This design comes from an exercise in tuning for small area, a short achievable clock period and few clock cycles per item on the open sky130 flow, not from production work. In this exercise RTL edits were held to simulation tests only and were not proved equivalent to the original.

File: design/flow/run.sh
#!/bin/bash
# synth_recipe.tcl (not shown) runs the flow's synth.tcl, then flattens the netlist and writes it again
# the make line also repeats each setting of config.mk as NAME=value (left out here)
make -C /OpenROAD-flow-scripts/flow DESIGN_CONFIG=/design/flow/config.mk WORK_HOME=/design/flow/orfs CLKGATE_MAP_FILE= SYNTH_SCRIPT=/design/flow/synth_recipe.tcl finish
File: design/flow/config.mk
export PLATFORM = sky130hd
export DESIGN_NAME = streaming_top_k_selector_core
export DESIGN_NICKNAME = streaming_top_k_selector_core
export VERILOG_FILES = /design/flow/design.v
export SDC_FILE = /design/flow/constraint.sdc
export NUM_CORES = 4
export LEC_CHECK = 0
export CAP_MARGIN = 20
export CORE_MARGIN = 2
export CORE_UTILIZATION = 40
export PLACE_DENSITY = 0.6
export SLEW_MARGIN = 20
File: design/flow/constraint.sdc
create_clock -name core_clock -period 6.0 [get_ports {clk}]
set_input_delay 1.2000 -clock core_clock [delete_from_list [all_inputs] [get_ports {clk}]]
set_output_delay 1.2000 -clock core_clock [all_outputs]
set_load 0.01 [all_outputs]
File: design/flow/design.v
package stk_pkg;
    localparam int K_MAX     = 8;
    localparam int MAX_ITEMS = 262144;
    localparam int SCORE_W   = 32;
    localparam int IDX_W     = 18;
    localparam int KCFG_W    = 4;
    localparam int POS_W     = $clog2(MAX_ITEMS);
    localparam int K_W       = $clog2(K_MAX + 1);
    localparam int RANK_W    = (K_MAX > 1) ? $clog2(K_MAX) : 1;
    localparam int QDEPTH    = 4;
    localparam int QPTR_W    = $clog2(QDEPTH);
    localparam int QCNT_W    = $clog2(QDEPTH + 1);
    localparam int MTDATA_W  = ((IDX_W + SCORE_W + 7) / 8) * 8;
    localparam int ITEM_W    = SCORE_W + IDX_W + 1 + K_W;
    localparam logic [KCFG_W-1:0] K_RESET = KCFG_W'(4);
    localparam logic [POS_W-1:0]  POS_LIMIT = POS_W'(MAX_ITEMS - 1);
    localparam logic [SCORE_W-1:0] SCORE_MOST_NEG = {1'b1, {(SCORE_W-1){1'b0}}};
    typedef logic signed [SCORE_W-1:0] score_t;
    typedef logic [IDX_W-1:0]          index_t;
    typedef logic [K_W-1:0]            kcnt_t;
    typedef struct packed {
        logic [SCORE_W-1:0] score;   
        index_t index;
        logic   last;
        kcnt_t  k;
    } item_t;
endpackage
import stk_pkg::*;
module stk_front
(
    input  logic              clk,
    input  logic              rst_n,
    input  logic              cfg_we,
    input  logic [KCFG_W-1:0] cfg_wdata,
    input  logic              s_tvalid,
    output logic              s_tready,
    input  logic [SCORE_W-1:0]         in_score,
    input  logic              in_last,
    input  logic              q_full,
    output logic              q_push,
    output stk_pkg::item_t             q_item
);
    logic [KCFG_W-1:0] k_reg;
    logic [KCFG_W-1:0] k_next;
    logic [POS_W-1:0]  pos_reg;
    logic [POS_W-1:0]  pos_next;
    assign s_tready = !q_full;
    assign q_push   = s_tvalid && !q_full;
    always_comb
    begin
        q_item.score = in_score;
        q_item.index = IDX_W'(pos_reg);
        q_item.last  = in_last;
        if (k_reg > KCFG_W'(K_MAX))
        begin
            q_item.k = K_W'(K_MAX);
        end
        else if (k_reg == '0)
        begin
            q_item.k = K_W'(1);
        end
        else
        begin
            q_item.k = K_W'(k_reg);
        end
    end
    always_comb
    begin
        k_next   = cfg_we ? cfg_wdata : k_reg;
        pos_next = pos_reg;
        if (q_push)
        begin
            if (in_last)
            begin
                pos_next = '0;
            end
            else if (pos_reg < POS_LIMIT)
            begin
                pos_next = pos_reg + POS_W'(1);
            end
        end
    end
    always_ff @(posedge clk or negedge rst_n)
    begin
        if (!rst_n)
        begin
            k_reg   <= K_RESET;
            pos_reg <= '0;
        end
        else
        begin
            k_reg   <= k_next;
            pos_reg <= pos_next;
        end
    end
endmodule
import stk_pkg::*;
module stk_fifo
(
    input  logic  clk,
    input  logic  rst_n,
    input  logic  push,
    input  stk_pkg::item_t push_item,
    output logic  full,
    output stk_pkg::item_t head,
    output logic  head_valid,
    input  logic  pop
);
    logic [ITEM_W-1:0] mem_reg [QDEPTH];
    logic [QPTR_W-1:0] wr_ptr_reg;
    logic [QPTR_W-1:0] wr_ptr_next;
    logic [QPTR_W-1:0] rd_ptr_reg;
    logic [QPTR_W-1:0] rd_ptr_next;
    logic [QCNT_W-1:0] count_reg;
    logic [QCNT_W-1:0] count_next;
    logic              do_push;
    logic              do_pop;
    assign full       = (count_reg == QCNT_W'(QDEPTH));
    assign head_valid = (count_reg != '0);
    assign head       = mem_reg[rd_ptr_reg];
    assign do_push    = push && !full;
    assign do_pop     = pop && head_valid;
    always_comb
    begin
        wr_ptr_next = do_push ? wr_ptr_reg + QPTR_W'(1) : wr_ptr_reg;
        rd_ptr_next = do_pop ? rd_ptr_reg + QPTR_W'(1) : rd_ptr_reg;
        count_next  = count_reg;
        if (do_push && !do_pop)
        begin
            count_next = count_reg + QCNT_W'(1);
        end
        else if (do_pop && !do_push)
        begin
            count_next = count_reg - QCNT_W'(1);
        end
    end
    always_ff @(posedge clk or negedge rst_n)
    begin
        if (!rst_n)
        begin
            wr_ptr_reg <= '0;
            rd_ptr_reg <= '0;
            count_reg  <= '0;
        end
        else
        begin
            wr_ptr_reg <= wr_ptr_next;
            rd_ptr_reg <= rd_ptr_next;
            count_reg  <= count_next;
        end
    end
    always_ff @(posedge clk)
    begin
        if (do_push)
        begin
            mem_reg[wr_ptr_reg] <= push_item;
        end
    end
endmodule
import stk_pkg::*;
module stk_back
(
    input  logic                clk,
    input  logic                rst_n,
    input  stk_pkg::item_t               head,
    input  logic                head_valid,
    output logic                pop,
    output logic                m_tvalid,
    input  logic                m_tready,
    output logic [IDX_W-1:0]    out_index,
    output logic [SCORE_W-1:0]           out_score,
    output logic                out_filled,
    output logic                out_last
);
    logic [SCORE_W-1:0]                score_reg [K_MAX];
    logic [IDX_W-1:0]            index_reg [K_MAX];
    logic [K_MAX-1:0]  valid_reg;
    logic [SCORE_W-1:0]                score_next [K_MAX];
    logic [IDX_W-1:0]            index_next [K_MAX];
    logic [K_MAX-1:0]  valid_next;
    logic [SCORE_W-1:0]                eb_score_reg [K_MAX];
    logic [IDX_W-1:0]            eb_index_reg [K_MAX];
    logic [K_MAX-1:0]  eb_valid_reg;
    logic              busy_reg;
    logic              busy_next;
    logic [RANK_W-1:0] rank_reg;
    logic [RANK_W-1:0] rank_next;
    logic [K_W-1:0]        emit_k_reg;
    logic [K_W-1:0]        emit_k_next;
    logic [K_MAX-1:0]  better;
    logic [K_MAX-1:0]  shift_down;
    logic              emit_free;
    logic              load_emit;
    always_comb
    begin
        for (int j = 0; j < K_MAX; j++)
        begin
            better[j] = (j < int'(head.k)) && (!valid_reg[j] || ($signed(head.score) > $signed(score_reg[j])));
        end
        shift_down[0] = 1'b0;
        for (int m = 1; m < K_MAX; m++)
        begin
            shift_down[m] = shift_down[m-1] || better[m-1];
        end
    end
    always_comb
    begin
        for (int m = 0; m < K_MAX; m++)
        begin
            score_next[m] = score_reg[m];
            index_next[m] = index_reg[m];
            valid_next[m] = valid_reg[m];
            if (shift_down[m])
            begin
                score_next[m] = score_reg[(m > 0) ? m - 1 : 0];
                index_next[m] = index_reg[(m > 0) ? m - 1 : 0];
                valid_next[m] = valid_reg[(m > 0) ? m - 1 : 0];
            end
            else if (better[m])
            begin
                score_next[m] = head.score;
                index_next[m] = head.index;
                valid_next[m] = 1'b1;
            end
        end
    end
    assign m_tvalid   = busy_reg;
    assign out_last   = (rank_reg == RANK_W'(emit_k_reg - K_W'(1)));
    assign out_filled = eb_valid_reg[rank_reg];
    assign out_index  = eb_valid_reg[rank_reg] ? eb_index_reg[rank_reg] : '0;
    assign out_score  = eb_valid_reg[rank_reg] ? eb_score_reg[rank_reg] : SCORE_MOST_NEG;
    assign emit_free  = !busy_reg || (m_tready && out_last);
    assign pop        = head_valid && (!head.last || emit_free);
    assign load_emit  = pop && head.last;
    always_comb
    begin
        busy_next   = busy_reg;
        rank_next   = rank_reg;
        emit_k_next = emit_k_reg;
        if (load_emit)
        begin
            busy_next   = 1'b1;
            rank_next   = '0;
            emit_k_next = head.k;
        end
        else if (busy_reg && m_tready)
        begin
            if (out_last)
            begin
                busy_next = 1'b0;
            end
            else
            begin
                rank_next = rank_reg + RANK_W'(1);
            end
        end
    end
    always_ff @(posedge clk or negedge rst_n)
    begin
        if (!rst_n)
        begin
            valid_reg  <= '0;
            busy_reg   <= 1'b0;
            rank_reg   <= '0;
            emit_k_reg <= K_W'(1);
        end
        else
        begin
            if (pop)
            begin
                valid_reg <= head.last ? '0 : valid_next;
            end
            busy_reg   <= busy_next;
            rank_reg   <= rank_next;
            emit_k_reg <= emit_k_next;
        end
    end
    always_ff @(posedge clk)
    begin
        if (pop)
        begin
            for (int m = 0; m < K_MAX; m++)
            begin
                score_reg[m] <= score_next[m];
                index_reg[m] <= index_next[m];
            end
        end
        if (load_emit)
        begin
            eb_valid_reg <= valid_next;
            for (int m = 0; m < K_MAX; m++)
            begin
                eb_score_reg[m] <= score_next[m];
                eb_index_reg[m] <= index_next[m];
            end
        end
    end
endmodule
import stk_pkg::*;
module streaming_top_k_selector_core
(
    input  logic                clk,
    input  logic                rst_n,
    input  logic                cfg_we,
    input  logic [KCFG_W-1:0]   cfg_wdata,
    input  logic                s_tvalid,
    output logic                s_tready,
    input  logic [SCORE_W-1:0]  s_tdata,    
    input  logic                s_tlast,    
    output logic                m_tvalid,
    input  logic                m_tready,
    output logic [MTDATA_W-1:0] m_tdata,    
    output logic [0:0]          m_tuser,    
    output logic                m_tlast     
);
    logic               q_full;
    logic               q_push;
    stk_pkg::item_t        q_item;
    stk_pkg::item_t        q_head;
    logic               q_head_valid;
    logic               q_pop;
    logic [IDX_W-1:0]   out_index;
    logic [SCORE_W-1:0]       out_score;
    logic               out_filled;
    stk_front u_front
    (
        .clk       (clk),
        .rst_n     (rst_n),
        .cfg_we    (cfg_we),
        .cfg_wdata (cfg_wdata),
        .s_tvalid  (s_tvalid),
        .s_tready  (s_tready),
        .in_score  (s_tdata),
        .in_last   (s_tlast),
        .q_full    (q_full),
        .q_push    (q_push),
        .q_item    (q_item)
    );
    stk_fifo u_fifo
    (
        .clk        (clk),
        .rst_n      (rst_n),
        .push       (q_push),
        .push_item  (q_item),
        .full       (q_full),
        .head       (q_head),
        .head_valid (q_head_valid),
        .pop        (q_pop)
    );
    stk_back u_back
    (
        .clk        (clk),
        .rst_n      (rst_n),
        .head       (q_head),
        .head_valid (q_head_valid),
        .pop        (q_pop),
        .m_tvalid   (m_tvalid),
        .m_tready   (m_tready),
        .out_index  (out_index),
        .out_score  (out_score),
        .out_filled (out_filled),
        .out_last   (m_tlast)
    );
    assign m_tdata    = MTDATA_W'({out_score, out_index});
    assign m_tuser[0] = out_filled;
endmodule
==> run notes <==
worst max path at each step:
stage	startpoint	end	slack [ns]	cells after the start
final	u_fifo.rd_ptr_reg[0]$_DFFE_PN0P_	u_back.score_reg[7][18]$_DFFE_PP_	0.28	13
after floorplan	m_tready	u_back.eb_index_reg[0][0]$_DFFE_PP_	-4.20	6
after detailed placement	u_fifo.rd_ptr_reg[0]$_DFFE_PN0P_	u_back.eb_score_reg[7][18]$_DFFE_PP_	0.34	13
after global placement	u_fifo.rd_ptr_reg[0]$_DFFE_PN0P_	u_back.eb_score_reg[7][0]$_DFFE_PP_	0.42	12
after CTS	u_back.rank_reg[0]$_DFFE_PN0P_	m_tdata[13]	0.27	8
after global routing	u_fifo.rd_ptr_reg[0]$_DFFE_PN0P_	u_back.score_reg[7][18]$_DFFE_PP_	0.19	13
synth_stat cells, types with 4 or more instances:
cell | count | share of area, %
a221oi_1 | 22 | 0.37
xor2_1 | 13 | 0.22
and4_1 | 5 | 0.085
buf_1 | 25 | 0.18
nand2b_1 | 8 | 0.097
a211oi_1 | 7 | 0.10
or4_1 | 7 | 0.10
o21ai_0 | 214 | 2.1
buf_2 | 13 | 0.13
nor3_1 | 15 | 0.15
nand3_1 | 32 | 0.31
a41oi_1 | 31 | 0.53
mux2_1 | 17 | 0.37
nand4_1 | 57 | 0.69
xnor2_1 | 11 | 0.19
nand2_1 | 351 | 2.6
nor2b_1 | 14 | 0.17
a22o_1 | 19 | 0.32
a21o_1 | 24 | 0.35
a31oi_1 | 21 | 0.25
edfxtp_1 | 1028 | 60
a22oi_1 | 4 | 0.058
buf_4 | 9 | 0.13
mux2_2 | 111 | 2.4
a21oi_1 | 364 | 3.5
inv_1 | 280 | 2.0
o21a_1 | 5 | 0.073
dfrtp_1 | 42 | 2.0
a221o_1 | 4 | 0.078
and3_1 | 7 | 0.085
mux4_2 | 57 | 2.5
nor4_1 | 12 | 0.15
or3_1 | 8 | 0.097
mux2i_1 | 272 | 5.3
clkbuf_1 | 190 | 1.4
a222oi_1 | 50 | 0.97
nor2_1 | 320 | 2.3
ha_1 | 269 | 6.5
and2_1 | 8 | 0.097
o211ai_1 | 12 | 0.17
area by class of cell:
| type | count | area [um^2] | area share (%) |
|---|---|---|---|
| Clock buffer | 134 | 2945 | 5.000 |
| Clock inverter | 69 | 1012 | 1.718 |
| Inverter | 281 | 1085 | 1.842 |
| Multi-Input combinational cell | 2427 | 17830 | 30.27 |
| Sequential cell | 1072 | 31980 | 54.30 |
| Tap cell | 1662 | 2079 | 3.530 |
| Timing Repair Buffer | 186 | 1967 | 3.339 |
cell usage in the layout, fill, tap and decap left out, drive strengths merged, types with 16 or more instances in the layout:
| cell | Yosys | final |
|---|---|---|
| bufinv | 0 | 23 |
| mux2 | 128 | 128 |
| mux2i | 272 | 272 |
| a41oi | 31 | 31 |
| mux4 | 57 | 57 |
| a31oi | 21 | 21 |
| a221oi | 22 | 22 |
| clkinv | 1 | 32 |
| dfrtp | 42 | 42 |
| buf | 49 | 92 |
| edfxtp | 1028 | 1028 |
| a22o | 19 | 19 |
| clkdlybuf4s50 | 0 | 94 |
| clkbuf | 190 | 134 |
| o21ai | 214 | 214 |
| a222oi | 50 | 50 |
| nand2 | 351 | 351 |
| a21o | 24 | 24 |
| nand4 | 57 | 57 |
| a21oi | 364 | 364 |
| nor2 | 321 | 321 |
| inv | 280 | 284 |
| nor3 | 16 | 16 |
| nand3 | 33 | 33 |
| ha | 269 | 269 |
stage by stage:
stage / area, um^2 / cells / worst slack (ns)
after floorplan: 51700 / 4019 / -4.195
after global routing: 58900 / 5831 / 0.1874
after detailed placement: 54940 / 5627 / 0.3367
after global placement: 54940 / 5627 / 0.4212
final: 58900 / 5831 / 0.2829
after CTS: 58900 / 5831 / 0.2660
layer usage:
metal / track usage (%) / up-vias
met1: 32.48 / 16800
met5: 0 / -
met4: 6.761 / 0
li1: - / 15200
met3: 3.622 / 201
met2: 34.81 / 1417
cell families (layout without fill, tap and decap cells):
family / count (synthesis) / after routing
XOR/XNOR: 24 / 24
adder cells (fa/ha/maj): 270 / 270
AND/OR/NAND/NOR: 854 / 854
buffers and inverters: 520 / 670
multiplexers: 457 / 457
flip-flops: 1072 / 1072
AO/OA/AOI/OAI: 816 / 816
other: 1 / 6
what timing repair did:
item                       in CTS  in global routing
hold endpoints to repair        0                  0
setup endpoints to repair       2                  0
buffers inserted                1                  0
hold buffers                    0                  0
==> PnR_summary.wiki <==
{| class="wikitable"
! Metric !! Value
|-
| Worst endpoint data arrival time || roughly 6.3 ns
|-
| Antenna violations before repair || 1
|-
| Yosys cell types || 77
|-
| Unrepaired setup endpoints after global routing || false
|-
| Start of the worst register-to-register path || u_fifo.rd_ptr_reg[0]$_DFFE_PN0P_
|-
| Number of vias in the routed layout || approximately 34,000
|-
| Startpoint type of the worst setup path || flop
|-
| Setup slack on the worst flop-to-flop path || around 0.28 ns
|-
| Post-route fraction of the period consumed by the critical path || a little over nine tenths
|-
| Xor/xnor share of the synthesized area || less than 1%
|-
| Kind of end point of the critical path || flop
|-
| Metal1 wirelength || between 60 and 70 mm
|-
| Routed wl met3 || about 12 mm
|-
| Worst Path Class, Setup || reg -> reg
|-
| Adder and majority cell fraction of the synthesized area || 6.556%
|-
| Total setup violations reported at the end of the flow || 0
|-
| Cell area after synthesis || approximately 52,000 um^2
|-
| CP most frequent cell || buf_12
|-
| Clk root buf || clkbuf_16
|-
| DRC violation total after the first TritonRoute iteration || a little under 4,000
|-
| Number of global-route vias before repair || approximately 33,000
|-
| Maximum clock insertion buffer count || 3
|-
| Routed wire length on met2 || 67.97 mm
|-
| HPWL Detailed || between 90 and 100 mm
|-
| Setup tns final || 0 ns
|-
| Synthesis-to-layout area growth || 14.06%
|-
| Final Slew Violations || 0
|-
| Wirelength, routed || roughly 150 mm
|-
| Highest cell delay on the worst timing path || ~0.8 ns
|-
| Number of gates resized after CTS || 0
|-
| Multiplexer share of the synthesized area || around a tenth
|-
| Bufs and invs on worst path || 2
|-
| Max-cap violations || 0
|-
| DIE AREA || 132,000 um^2
|-
| Tightest Pin Transition || about 1.2 ns
|-
| Drc violations || 0
|-
| Final RePlAce weighted congestion || between 0.9 and 1
|-
| Num CTS Buffers || 110
|-
| Required time at the worst-slack endpoint || around 6.5 ns
|-
| Number of sinks handled by clock tree synthesis || between 1,000 and 1,500
|-
| Layout Skew || 0.03870 ns
|-
| Primary flip-flop cell chosen by synthesis mapping || edfxtp_1
|-
| Util after Layout || 46.07%
|-
| CTS tree || built
|-
| Hold Path Class || reg -> reg
|-
| Average via count per standard cell || 5.764
|-
| R2r endpoint || u_back.score_reg[7][18]$_DFFE_PP_
|-
| Compound-Gate Fraction of Synth Area || under 10%
|-
| Nets || around 4,400
|-
| Post-synth ARST share || slightly above 4%
|-
| Post-synthesis area per instance || about 13 um^2
|-
| Initial Utilization || about 40%
|-
| Floorplan die height || ~360 um
|-
| Worst skew pair latency || about 0.75 ns
|-
| Maximum clock rate || 0.1749 GHz
|-
| Family with the most delay on the worst path || simple AND/OR/NAND/NOR gates
|-
| R2r worst-path depth || 13
|-
| Worst slew margin relative to its limit || 19.97%
|-
| Minimum hold slack || slightly below 0.5 ns
|-
| Fill cells || between 10,000 and 15,000
|-
| Final Hold Fails || 0
|-
| Hold path start || u_fifo.count_reg[2]$_DFFE_PN0P_
|-
| Router iterations before antenna repair || 6
|-
| Share of the yosys chip area belonging to registers || between 60 and 70%
|-
| WL per Instance || around 26 um
|-
| Highest routing layer actually used || met4
|-
| Largest net degree at the start of global routing || 149
|-
| Result of the run || finished clean
|-
| Count of standard-cell rows || 131
|-
| Critical path's slowest cell || mux4_2
|-
| Count of port buffers added during placement || 95
|-
| Post-route antenna net violation count || 0
|-
| Instance count along the most critical hold path || 1
|-
| Overflow left after global routing || 0
|-
| Worst min-delay path endpoint || u_fifo.count_reg[2]$_DFFE_PN0P_
|-
| Combinational family with the most area after synthesis || multiplexers
|-
| Critical-path cell list || mux4_2, ha_1, nand3_1, nor4_1, a22oi_1, and2_1, o221ai_1, o211ai_1, or4_2, nor2_8, buf_12, buf_12, mux2i_1
|-
| Final antenna diode count || 0
|-
| DIE WIDTH || between 300 and 400 um
|-
| Number of standard cells after synthesis || ~4,000
|-
| Share of cells above drive strength 1 || between 10% and 20%
|-
| Area fraction in and, or, nand and nor cells after synthesis || approximately 7%
|-
| Clock slew seen by the registers of the worst setup and hold paths || 0.06 ns
|-
| Yosys warns || 9
|-
| H-tree Lvls || 3
|-
| Critical-path maximum fanout || 17
|-
| Time the worst path needs with I/O delays and setup || 5.717 ns
|-
| First-pass GRT wire length || roughly 220 mm
|-
| Post-synthesis sequential element count || ~1,100
|-
| Core area || 127,800 um^2
|-
| GRT Overall Usage || ~22%
|-
| Top-level I/O count || a little over 100
|-
| Number of flops mapped to enable cells by yosys || roughly 1,000
|}
Testbench counts, summed over its fixed seeds: cycles 20,676, items 20,354.

[separate check: timing with driven ports]
The results above use ideal ports. As a check the final layout listed here was re-extracted and re-timed, cells and wires unchanged.
Step 1: set_driving_cell puts a clkbuf_16 on clk and a buf_2 on each other input, an assumption about the parent block.
Step 2 adds t to the input delays and takes it off the output delays; t is the mean of the earliest and latest rising clock arrival at the registers after step 1. Input paths then give back, and output paths get back, about the clock's delay inside the block.
Slacks: ideal ports / drivers / drivers and shift; pairs: ideal ports / drivers.
t (ns): 0.803
slack for setup (ns): 0.283 / 0.237 / 0.283
hold WS [ns]: 0.497 / 0.497 / 0.497
clock arrival spread, ns: 0.039 / 0.039
slew at the worst register clock pin (ns): 0.07 / 0.07
After both steps setup and hold are still met in this run. The setup slack of this run moves by -0.046 ns with the drivers and by 0.000 ns with both steps.
